What follows belongs to an exercise in optimizing a design on an open flow for small area, a short achievable clock period and few clock cycles per item; a production flow would make more cautious choices. In this exercise RTL edits were held to simulation tests only and were not proved equivalent to the original.

Design rational_add_mul_reduce, start of the top module:
module rational_add_mul_reduce (
  input  logic               clk_i,
  input  logic               rst_ni,
  input  logic               in_valid_i,
  output logic               in_stall_o,
  input  logic signed [15:0] first_num_i,
  input  logic signed [15:0] first_den_i,
  input  logic signed [15:0] second_num_i,
  input  logic signed [15:0] second_den_i,
  output logic               out_valid_o,
  input  logic               out_stall_i,
  output logic signed [15:0] reduced_num_o,
  output logic signed [15:0] reduced_den_o,
  output logic signed [31:0] sum_num_o,
  output logic signed [30:0] sum_den_o,
  output logic signed [30:0] prod_num_o,
  output logic signed [30:0] prod_den_o,
  output logic               reduce_undefined_o,
  output logic               sum_undefined_o,
  output logic               prod_undefined_o
);
  logic [ramr_pkg::NST-1:0] st_q, st_d;
  ramr_pkg::gcd_e gi_q, gi_d;
  logic [31:0] a_q, a_d, b_q, b_d;
  logic [31:0] sa_q, sa_d, sb_q, sb_d;
  logic [32:0] ta_q, ta_d, tb_q, tb_d;
  logic [4:0]  j_q, j_d;
  logic        jz_q, jz_d, up_q, up_d, k_q, k_d, pass_q, pass_d;
  logic        sx_q, sx_d, sy_q, sy_d;      
  logic        ssn_q, ssn_d, ssd_q, ssd_d;  
  logic        subs_q, subs_d, subt_q, subt_d;
  logic        az_q;
  logic [15:0] rn_q, rn_d, rd_q, rd_d;
  logic [31:0] pn_q, pn_d;                  
  logic [30:0] pd_q, pd_d;
  logic        ru_q, ru_d, pu_q, pu_d, su_q, su_d;
  logic [32:0] d1;        
  logic [33:0] d2;        
  logic [34:0] d4;        
  logic        ge, ge2, ge4, bz;
  logic [31:0] ss;
  logic [32:0] tt;
  logic        gate_a, gate_b, sub_s, sub_t;
  logic [31:0] sa_op, sb_op;
  logic [32:0] ta_op, tb_op;
  logic [15:0] absx, absy;
  ramr_div u_absx (.v_i(rn_q), .abs_o(absx));
  ramr_div u_absy (.v_i(rd_q), .abs_o(absy));
  assign d1  = {1'b0, a_q} - {1'b0, b_q};
  assign d2  = {2'b0, a_q} - {1'b0, b_q, 1'b0};
  assign ge  = ~d1[32];
  assign ge2 = ~d2[33];
  assign d4  = {3'b0, a_q} - {1'b0, b_q, 2'b0};
  assign ge4 = ~d4[34];
  assign bz  = (b_q == '0);
  logic s_idle, s_abs, s_euc, s_fin, s_mul, s_t1, s_c1, s_c2, s_c3, s_out;
  assign s_idle = st_q[ramr_pkg::IDLE];
  assign s_abs  = st_q[ramr_pkg::ABS];
  assign s_euc  = st_q[ramr_pkg::EUC];
  assign s_fin  = st_q[ramr_pkg::FIN];
  ...
Size: ~3200 cells after synthesis, roughly 320 flip-flops, about 230 I/O pins, ~0.027 mm^2 of cells after synthesis.
export LEC_CHECK = 0
export CAP_MARGIN = 20
export CORE_MARGIN = 2
export CORE_UTILIZATION = 50
export SLEW_MARGIN = 20
create_clock -name core_clock -period 11.0 [get_ports {clk_i}]
standard.sh (not shown) runs the stock make flow with config.mk's settings and CLKGATE_MAP_FILE= SYNTH_SCRIPT=/design/flow/synth_recipe.tcl, a recipe that flattens the netlist after the stock synthesis.
==> flow/flow/run.sh <==
#!/bin/bash
set -euo pipefail
bash standard.sh SETUP_SLACK_MARGIN=7 \
  "BUFFER_PORTS_ARGS=-buffer_cell sky130_fd_sc_hd__buf_4" finish > make_finish.log 2>&1
Testbench counts at the start, summed over its fixed seeds: cycles 262,350, items 2,400.
Change:
==> flow/flow/run.sh (replaced) <==
#!/bin/bash
set -euo pipefail
bash standard.sh SETUP_SLACK_MARGIN=7 \
  "BUFFER_PORTS_ARGS=-buffer_cell sky130_fd_sc_hd__buf_1" finish > make_finish.log 2>&1
After rerunning:
- The new run finished clean
- cell count rose by 0.93%
- synthesized cell count does not change
- setup slack is better by 18 ps
- die area does not change
- cell area fell by 0.97%
- clock-buffer cell count is unchanged
- utilization fell by 0.58 points
- non-clock buffer count rose by 36

========
## P
rational_add_mul_reduce again, from the RTL that the note above started with.
Design rational_add_mul_reduce, start of the top module:
module rational_add_mul_reduce (
  input  logic               clk_i,
  input  logic               rst_ni,
  input  logic               in_valid_i,
  output logic               in_stall_o,
  input  logic signed [15:0] first_num_i,
  input  logic signed [15:0] first_den_i,
  input  logic signed [15:0] second_num_i,
  input  logic signed [15:0] second_den_i,
  output logic               out_valid_o,
  input  logic               out_stall_i,
  output logic signed [15:0] reduced_num_o,
  output logic signed [15:0] reduced_den_o,
  output logic signed [31:0] sum_num_o,
  output logic signed [30:0] sum_den_o,
  output logic signed [30:0] prod_num_o,
  output logic signed [30:0] prod_den_o,
  output logic               reduce_undefined_o,
  output logic               sum_undefined_o,
  output logic               prod_undefined_o
);
clock: 11.0 ns
lec_check: 0
cap_margin: 20
core_margin: 2
core_utilization: 50
slew_margin: 20
==> flow/flow/run.sh <==
#!/bin/bash
set -euo pipefail
bash standard.sh SETUP_SLACK_MARGIN=7.2 \
  "BUFFER_PORTS_ARGS=-buffer_cell sky130_fd_sc_hd__buf_1" finish > make_finish.log 2>&1
Testbench counts of P, summed over its fixed seeds: cycles 262,350, items 2,400.
Relative to P, the following input files were edited for Q:
Settings: a change of CORE_UTILIZATION from 50 to 60.
==> flow/flow/run.sh <==
#!/bin/bash
set -euo pipefail
bash standard.sh SETUP_SLACK_MARGIN=7 \
  "BUFFER_PORTS_ARGS=-buffer_cell sky130_fd_sc_hd__buf_4" finish > make_finish.log 2>&1
Notes after the runs:
P -> Q: first-iteration DRC count increased by a little under 10%
Compared with P, in Q relative area change from synthesis to final layout lower; number of clock buffers in the layout went down; transition time at the pin with the least slew margin now sits higher.
Looking at post-layout minimum cycle time, Q sits above P.
P ended up with b_q[15]$_DFFE_PP_ as its critical path startpoint; Q ended up with a_q[0]$_DFFE_PP_.

## what the ideal ports hide
The results above use ideal ports. As a check the final layouts listed here were re-extracted and re-timed, cells and wires unchanged.
Step 1, drivers: a clkbuf_16 drives clk_i and a buf_2 each remaining input, both assumed.
Step 2 moves the port delays by t, midway between the first and last clock arrival at a register: inputs arrive t later, outputs are due t later. That takes back most of the time a late clock gives input paths.
Slacks: ideal / step 1 / step 2; pairs: ideal / step 1.
| run | t, ns | slack for setup (ns) | hold slack, ns | clock arrival spread, ns | pins driven straight from the clock port |
|---|---|---|---|---|---|
| the first run of note 1 | 0.641 | 6.944 / 6.944 / 6.944 | 0.460 / 0.460 / 0.460 | 0.022 / 0.022 | 1 |
| the second run of note 1 | 0.637 | 6.962 / 6.962 / 6.962 | 0.459 / 0.459 / 0.459 | 0.015 / 0.015 | 1 |
| P | 0.649 | 7.139 / 7.139 / 7.139 | 0.451 / 0.451 / 0.451 | 0.038 / 0.039 | 1 |
| Q | 0.645 | 6.972 / 6.972 / 6.972 | 0.468 / 0.468 / 0.468 | 0.025 / 0.025 | 1 |
After both steps setup and hold are still met in every run listed.
